This is an optimization exercise on Yosys and OpenROAD, whose aim is small area, a short achievable clock period and few clock cycles, not a production implementation.
At most, simulation tests tie the RTL to the original design; equivalence was not proved.
Power figures rest on the tool's default switching activity, not on a simulated workload.

==> flow/design.v <==
package dma_pkg;
    localparam int DATA_W     = 32;
    localparam int PADDR_W    = 32;
    localparam int WORD_AW    = 16;           
    localparam int BE_W       = DATA_W / 8;
    localparam int SIZE_W     = 16;
    localparam int FIFO_DEPTH = 4;
    localparam int FIFO_LVL_W = 3;            
    localparam int BANK_BIT   = 20;           
    localparam logic [PADDR_W-1:0] REG_SRC  = 32'h0000_0000;
    localparam logic [PADDR_W-1:0] REG_DST  = 32'h0000_0004;
    localparam logic [PADDR_W-1:0] REG_SIZE = 32'h0000_0008;
    localparam logic [PADDR_W-1:0] REG_MODE = 32'h0000_000c;
    localparam logic [PADDR_W-1:0] REG_INT  = 32'h0000_0010;
    localparam logic [BE_W-1:0] BE_ALL  = '1;
    localparam logic [BE_W-1:0] BE_NONE = '0;
    typedef union packed {
        logic [DATA_W-1:0] raw;
        struct packed {
            logic [DATA_W-BANK_BIT-2:0] unused_hi;     
            logic                       bank;
            logic [1:0]                 unused_lo;     
            logic [WORD_AW-1:0]         word;
            logic [1:0]                 offset;
        } f;
    } dma_addr_u;
endpackage
`timescale 1ns/10ps
module dma_top (
    input  logic                        CLK,
    input  logic                        RSTN,
    output logic                        INTR,
    input  logic                        PSEL,
    input  logic                        PENABLE,
    output logic                        PREADY,
    input  logic                        PWRITE,
    input  logic [dma_pkg::PADDR_W-1:0] PADDR,
    input  logic [dma_pkg::DATA_W-1:0]  PWDATA,
    output logic [dma_pkg::DATA_W-1:0]  PRDATA,
    output logic                        mem0_en,
    output logic [dma_pkg::BE_W-1:0]    mem0_we,
    output logic [dma_pkg::WORD_AW-1:0] mem0_addr,
    output logic [dma_pkg::DATA_W-1:0]  mem0_wdata,
    input  logic [dma_pkg::DATA_W-1:0]  mem0_rdata,
    output logic                        mem1_en,
    output logic [dma_pkg::BE_W-1:0]    mem1_we,
    output logic [dma_pkg::WORD_AW-1:0] mem1_addr,
    output logic [dma_pkg::DATA_W-1:0]  mem1_wdata,
    input  logic [dma_pkg::DATA_W-1:0]  mem1_rdata
);
    logic [31:0] src;
    logic [31:0] dst;
    logic [15:0] size;
    logic        busy;           
    logic        int_done;       
    logic        start_q;        
    logic        setup;
    logic        start;
    logic        wen_src, wen_dst, wen_size, wen_int;
    logic        last_wr;        
    assign PREADY = 1'b1;
    assign setup  = PSEL & ~PENABLE;
    logic armed;
    always_ff @(posedge CLK or negedge RSTN) begin
        if (!RSTN)
            armed <= 1'b0;
        else
            armed <= 1'b1;
    end
    logic [3:0] ws;
    logic [4:0] rs;
    logic [1:0] rsh;         
    logic       dec_src, dec_dst, dec_size, dec_mode, dec_int;
    logic       v_src, v_dst, v_size;
    assign dec_src  = PADDR == dma_pkg::REG_SRC;
    assign dec_dst  = PADDR == dma_pkg::REG_DST;
    assign dec_size = PADDR == dma_pkg::REG_SIZE;
    assign dec_mode = PADDR == dma_pkg::REG_MODE;
    assign dec_int  = PADDR == dma_pkg::REG_INT;
    always_ff @(posedge CLK) begin
        ws[0]   <= setup & PWRITE & dec_src;
        ws[1]   <= setup & PWRITE & dec_dst;
        ws[2]   <= setup & PWRITE & dec_size;
        ws[3]   <= setup & PWRITE & dec_int;
        rs[0]   <= setup & dec_src & v_src;
        rs[1]   <= setup & dec_dst & v_dst;
        rs[2]   <= setup & dec_size & v_size;
        rs[3]   <= setup & dec_mode;
        rs[4]   <= setup & dec_int;
        rsh[0]  <= setup & ~PWRITE & dec_src & v_src;
        rsh[1]  <= setup & ~PWRITE & dec_dst & v_dst;
        start_q <= n_start_q;
    end
    assign start    = start_q & armed & ~busy;
    assign wen_src  = ws[0] & armed & ~busy;
    assign wen_dst  = ws[1] & armed & ~busy;
    assign wen_size = ws[2] & armed & ~busy;
    assign wen_int  = ws[3] & armed & PWDATA[0];
    logic [31:0] src_q, dst_q;
    logic [15:0] size_q;
    always_ff @(posedge CLK) begin
        if (wen_src)  src_q  <= PWDATA;
        if (wen_dst)  dst_q  <= PWDATA;
        if (wen_size) size_q <= PWDATA[15:0];
    end
    assign src  = src_q & {32{v_src}};
    assign dst  = dst_q & {32{v_dst}};
    assign size = size_q & {16{v_size}};
    always_ff @(posedge CLK or negedge RSTN) begin
        if (!RSTN) begin
            v_src    <= 1'b0;
            v_dst    <= 1'b0;
            v_size   <= 1'b0;
            int_done <= 1'b0;
            INTR     <= 1'b0;
        end else begin
            if (wen_src)  v_src  <= 1'b1;
            if (wen_dst)  v_dst  <= 1'b1;
            if (wen_size) v_size <= 1'b1;
            if (wen_int)
                int_done <= 1'b0;
            INTR <= last_wr | (start & size == '0);
            if (last_wr | (start & size == '0))     
                int_done <= 1'b1;
        end
    end
    assign PRDATA = {({16{rsh[0]}} & src_q[31:16]) | ({16{rsh[1]}} & dst_q[31:16]),
                     ({16{rs[0]}} & src_q[15:0]) | ({16{rs[1]}} & dst_q[15:0])}
                  | {16'd0, {16{rs[2]}} & size_q}
                  | {31'd0, rs[3] & busy}
                  | {31'd0, rs[4] & int_done};
    logic        sb, db, same;   
    logic [1:0]  so, dof;
    logic        s;              
    logic [1:0]  c;              
    logic [1:0]  end_off;
    logic [3:0]  first_be, last_be;
    logic        one_word;       
    logic        one_word_q;
    assign sb       = src[dma_pkg::BANK_BIT];
    assign db       = dst[dma_pkg::BANK_BIT];
    assign same     = sb == db;
    assign so       = src[1:0];
    assign dof      = dst[1:0];
    assign s        = dof < so;
    assign c        = 2'((4'(dof) + 4'(size[1:0]) + 4'd3) >> 2);
    assign end_off  = dof + size[1:0];
    assign first_be = 4'hf << dof;
    assign last_be  = (end_off == 2'd0) ? 4'hf : ~(4'hf << end_off);
    assign one_word = (size[15:2] == 14'd0 && c == 2'd1) || (size[15:2] == 14'd1 && c == 2'd0);
    logic        reload;         
    logic        iss;            
    logic        rd_now;         
    logic        wr0, wr1, rd0, rd1;
    logic        infl;           
    logic        ready;          
    logic        skip;           
    logic        last;           
    logic [1:0]  d;              
    logic [3:0]  be;             
    logic        asel0, asel1;   
    logic        asel0h, asel1h;  
    logic [15:0] rd_addr;
    logic [15:0] wr_addr;
    logic [13:0] q;              
    logic [1:0]  ext;
    logic [31:0] W;              
    logic [23:0] C;              
    logic [31:0] rdata;
    logic        wr_now, rem2;
    logic        n_busy, n_ready, n_reload, n_skip, n_start_q, n_wr_now, n_rd;
    assign wr_now  = busy & ready;
    assign last_wr = wr_now & last;
    assign rem2 = (q == 14'd2 && ext == 2'd0) || (q == 14'd1 && ext == 2'd1)
               || (q == 14'd0 && ext == 2'd2);
    assign n_busy    = (busy & ~last_wr) | (start & size != '0);
    assign n_reload  = wen_src | wen_dst | last_wr;
    assign n_ready   = ~reload & ((infl & ~skip) | (ready & ~wr_now));
    assign n_skip    = reload ? s : (skip & ~infl);
    assign n_start_q = setup && PWRITE && PADDR == dma_pkg::REG_MODE && PWDATA == 32'd1;
    assign n_wr_now  = n_busy & n_ready;
    assign n_rd      = ~n_reload & ~(same & n_wr_now);
    assign rd_now    = rd0 | rd1;
    assign iss       = rd_now & ~reload & (busy | start_q | (~ready & ~(infl & ~skip)));
    assign rdata = sb ? mem0_rdata : mem1_rdata;
    logic [7:0] l0, l1, l2, l3;
    logic [31:0] w_nx;
    logic [23:0] c_nx;
    assign {l3, l2, l1, l0} = rdata;
    always_comb begin
        case (d)
            2'd0: w_nx = {l3, l2, l1, l0};
            2'd1: w_nx = {l2, l1, l0, C[7:0]};
            2'd2: w_nx = {l1, l0, C[15:0]};
            default: w_nx = {l0, C[23:0]};
        endcase
        c_nx[23:16] = l3;
        c_nx[15:8]  = (d == 2'd2) ? l3 : l2;
        case (d)
            2'd1: c_nx[7:0] = l3;
            2'd2: c_nx[7:0] = l2;
            default: c_nx[7:0] = l1;
        endcase
    end
    always_ff @(posedge CLK or negedge RSTN) begin
        if (!RSTN) begin
            busy   <= 1'b0;
            reload <= 1'b1;
        end else begin
            busy   <= n_busy;
            reload <= n_reload;
        end
    end
    always_ff @(posedge CLK) begin
        d          <= dof - so;
        one_word_q <= one_word;
        infl  <= iss;
        ready <= n_ready;
        skip  <= n_skip;
        asel0 <= db & (~sb | n_wr_now);
        asel1 <= ~db & (sb | n_wr_now);
        asel0h <= db & (~sb | n_wr_now | n_reload);
        asel1h <= ~db & (sb | n_wr_now | n_reload);
        if (infl) begin
            W <= w_nx;
            C <= c_nx;
        end
        rd_addr <= reload ? src[17:2] : rd_addr + 16'(iss);
        wr_addr <= start ? dst[17:2] : wr_addr + 16'(wr_now);
        q       <= start ? size[15:2] : q - 14'(wr_now & ext == 2'd0);
        if (start) begin
            ext     <= c;
            last    <= one_word_q;
            be      <= first_be & (one_word_q ? last_be : 4'hf);
        end else if (wr_now) begin
            if (ext != 2'd0)
                ext <= ext - 1'b1;
            last <= rem2;
            be   <= rem2 ? last_be : 4'hf;
        end
    end
    always_ff @(posedge CLK or negedge RSTN) begin
        if (!RSTN) begin
            wr0 <= 1'b0;
            wr1 <= 1'b0;
        end else begin
            wr0 <= db & n_wr_now;
            wr1 <= ~db & n_wr_now;
        end
    end
    always_ff @(posedge CLK) begin
        rd0 <= sb & n_rd;
        rd1 <= ~sb & n_rd;
    end
    assign mem0_en    = wr0 | rd0;
    assign mem1_en    = wr1 | rd1;
    assign mem0_we    = wr0 ? be : 4'd0;
    assign mem1_we    = wr1 ? be : 4'd0;
    assign mem0_addr  = {asel0h ? wr_addr[15:8] : rd_addr[15:8], asel0 ? wr_addr[7:0] : rd_addr[7:0]};
    assign mem1_addr  = {asel1h ? wr_addr[15:8] : rd_addr[15:8], asel1 ? wr_addr[7:0] : rd_addr[7:0]};
    assign mem0_wdata = W;
    assign mem1_wdata = W;
endmodule
==> flow/config.mk <==
export PLATFORM = sky130hd
export DESIGN_NAME = dma_top
export DESIGN_NICKNAME = dma_top
export VERILOG_FILES = /design/flow/design.v
export SDC_FILE = /design/flow/constraint.sdc
export NUM_CORES = 4
export LEC_CHECK = 0
export CAP_MARGIN = 20
export CORE_MARGIN = 2
export CORE_UTILIZATION = 65
export SETUP_SLACK_MARGIN = 3.3
export SLEW_MARGIN = 20
==> flow/constraint.sdc <==
create_clock -name core_clock -period 6.0 [get_ports {CLK}]
set_input_delay 1.2000 -clock core_clock [delete_from_list [all_inputs] [get_ports {CLK}]]
set_output_delay 1.2000 -clock core_clock [all_outputs]
set_load 0.01 [all_outputs]
standard.sh (not shown) runs the stock make flow with config.mk's settings and CLKGATE_MAP_FILE= SYNTH_SCRIPT=/design/flow/synth_recipe.tcl, a recipe that flattens the netlist after the stock synthesis.
==> flow/flow/run.sh <==
#!/bin/bash
# Standard ORFS layout (standard.sh) with changes to port buffers and CTS.
set -euo pipefail
export BUFFER_PORTS_ARGS="-buffer_cell sky130_fd_sc_hd__buf_1"
export CTS_ARGS="-sink_clustering_enable -repair_clock_nets -dont_use_dummy_load -buf_list {sky130_fd_sc_hd__clkbuf_8 sky130_fd_sc_hd__clkbuf_16} -sink_clustering_size 25 -sink_clustering_max_diameter 150"
bash standard.sh > standard_make.log 2>&1
Next try:
--- a/flow/design.v
+++ b/flow/design.v
@@ -68,9 +68,8 @@
             armed <= 1'b1;
     end
     logic [3:0] ws;
     logic [4:0] rs;
-    logic [1:0] rsh;         
     logic       dec_src, dec_dst, dec_size, dec_mode, dec_int;
     logic       v_src, v_dst, v_size;
     assign dec_src  = PADDR == dma_pkg::REG_SRC;
     assign dec_dst  = PADDR == dma_pkg::REG_DST;
@@ -86,10 +85,8 @@
         rs[1]   <= setup & dec_dst & v_dst;
         rs[2]   <= setup & dec_size & v_size;
         rs[3]   <= setup & dec_mode;
         rs[4]   <= setup & dec_int;
-        rsh[0]  <= setup & ~PWRITE & dec_src & v_src;
-        rsh[1]  <= setup & ~PWRITE & dec_dst & v_dst;
         start_q <= n_start_q;
     end
     assign start    = start_q & armed & ~busy;
     assign wen_src  = ws[0] & armed & ~busy;
@@ -123,10 +120,10 @@
             if (last_wr | (start & size == '0))     
                 int_done <= 1'b1;
         end
     end
-    assign PRDATA = {({16{rsh[0]}} & src_q[31:16]) | ({16{rsh[1]}} & dst_q[31:16]),
-                     ({16{rs[0]}} & src_q[15:0]) | ({16{rs[1]}} & dst_q[15:0])}
+    assign PRDATA = ({32{rs[0]}} & src_q)
+                  | ({32{rs[1]}} & dst_q)
                   | {16'd0, {16{rs[2]}} & size_q}
                   | {31'd0, rs[3] & busy}
                   | {31'd0, rs[4] & int_done};
     logic        sb, db, same;   
@@ -158,9 +155,8 @@
     logic        last;           
     logic [1:0]  d;              
     logic [3:0]  be;             
     logic        asel0, asel1;   
-    logic        asel0h, asel1h;  
     logic [15:0] rd_addr;
     logic [15:0] wr_addr;
     logic [13:0] q;              
     logic [1:0]  ext;
@@ -218,10 +214,8 @@
         ready <= n_ready;
         skip  <= n_skip;
         asel0 <= db & (~sb | n_wr_now);
         asel1 <= ~db & (sb | n_wr_now);
-        asel0h <= db & (~sb | n_wr_now | n_reload);
-        asel1h <= ~db & (sb | n_wr_now | n_reload);
         if (infl) begin
             W <= w_nx;
             C <= c_nx;
         end
@@ -255,9 +249,9 @@
     assign mem0_en    = wr0 | rd0;
     assign mem1_en    = wr1 | rd1;
     assign mem0_we    = wr0 ? be : 4'd0;
     assign mem1_we    = wr1 ? be : 4'd0;
-    assign mem0_addr  = {asel0h ? wr_addr[15:8] : rd_addr[15:8], asel0 ? wr_addr[7:0] : rd_addr[7:0]};
-    assign mem1_addr  = {asel1h ? wr_addr[15:8] : rd_addr[15:8], asel1 ? wr_addr[7:0] : rd_addr[7:0]};
+    assign mem0_addr  = asel0 ? wr_addr : rd_addr;
+    assign mem1_addr  = asel1 ? wr_addr : rd_addr;
     assign mem0_wdata = W;
     assign mem1_wdata = W;
 endmodule
Utilization goes down by 0.42 points.
Critical path depth is unchanged.
Total power came out lower by 1.3%.
Worst setup slack is better by 0.028 ns.
Global-route usage went up by 0.13 points.
Sequential share of layout area decreases by 0.26 points.
Die area is lower by 0.93%.
Via count decreases by 1.1%.
Hold slack improves by 0.024 ns.
First-iteration DRC count falls by 11%.
Cell area goes down by 0.92%.
Fmax increases by 1.0%.
Testbench counts after the change, summed over its fixed seeds: cycles 17,162.
The RTL of the first run of this note was laid out without a check of its function.

==> re-timing with driven ports <==
No port has a modelled driver above. Below, the same layouts with a new extraction and two added sets of constraints.
Step 1, drivers: a clkbuf_16 drives CLK and a buf_2 each remaining input, both assumed.
Step 2 also shifts input and output timing later by t, the mid clock arrival at the registers, as if the neighbouring blocks saw the same clock.
a / b / c = ideal ports / drivers / drivers and shift; a / b = the first two.
run | t, ns | setup slack, ns | clock arrival spread, ns | cell pins on the clock port's net
the first run | 0.504 | 3.260 / 3.215 / 3.211 | 0.031 / 0.031 | 1
the second run | 0.500 | 3.288 / 3.243 / 3.373 | 0.052 / 0.051 | 1
After both steps setup and hold are still met in every run listed. For the first run, which loses most, drivers alone change the setup slack by -0.045 ns; drivers and shift together by -0.049 ns.
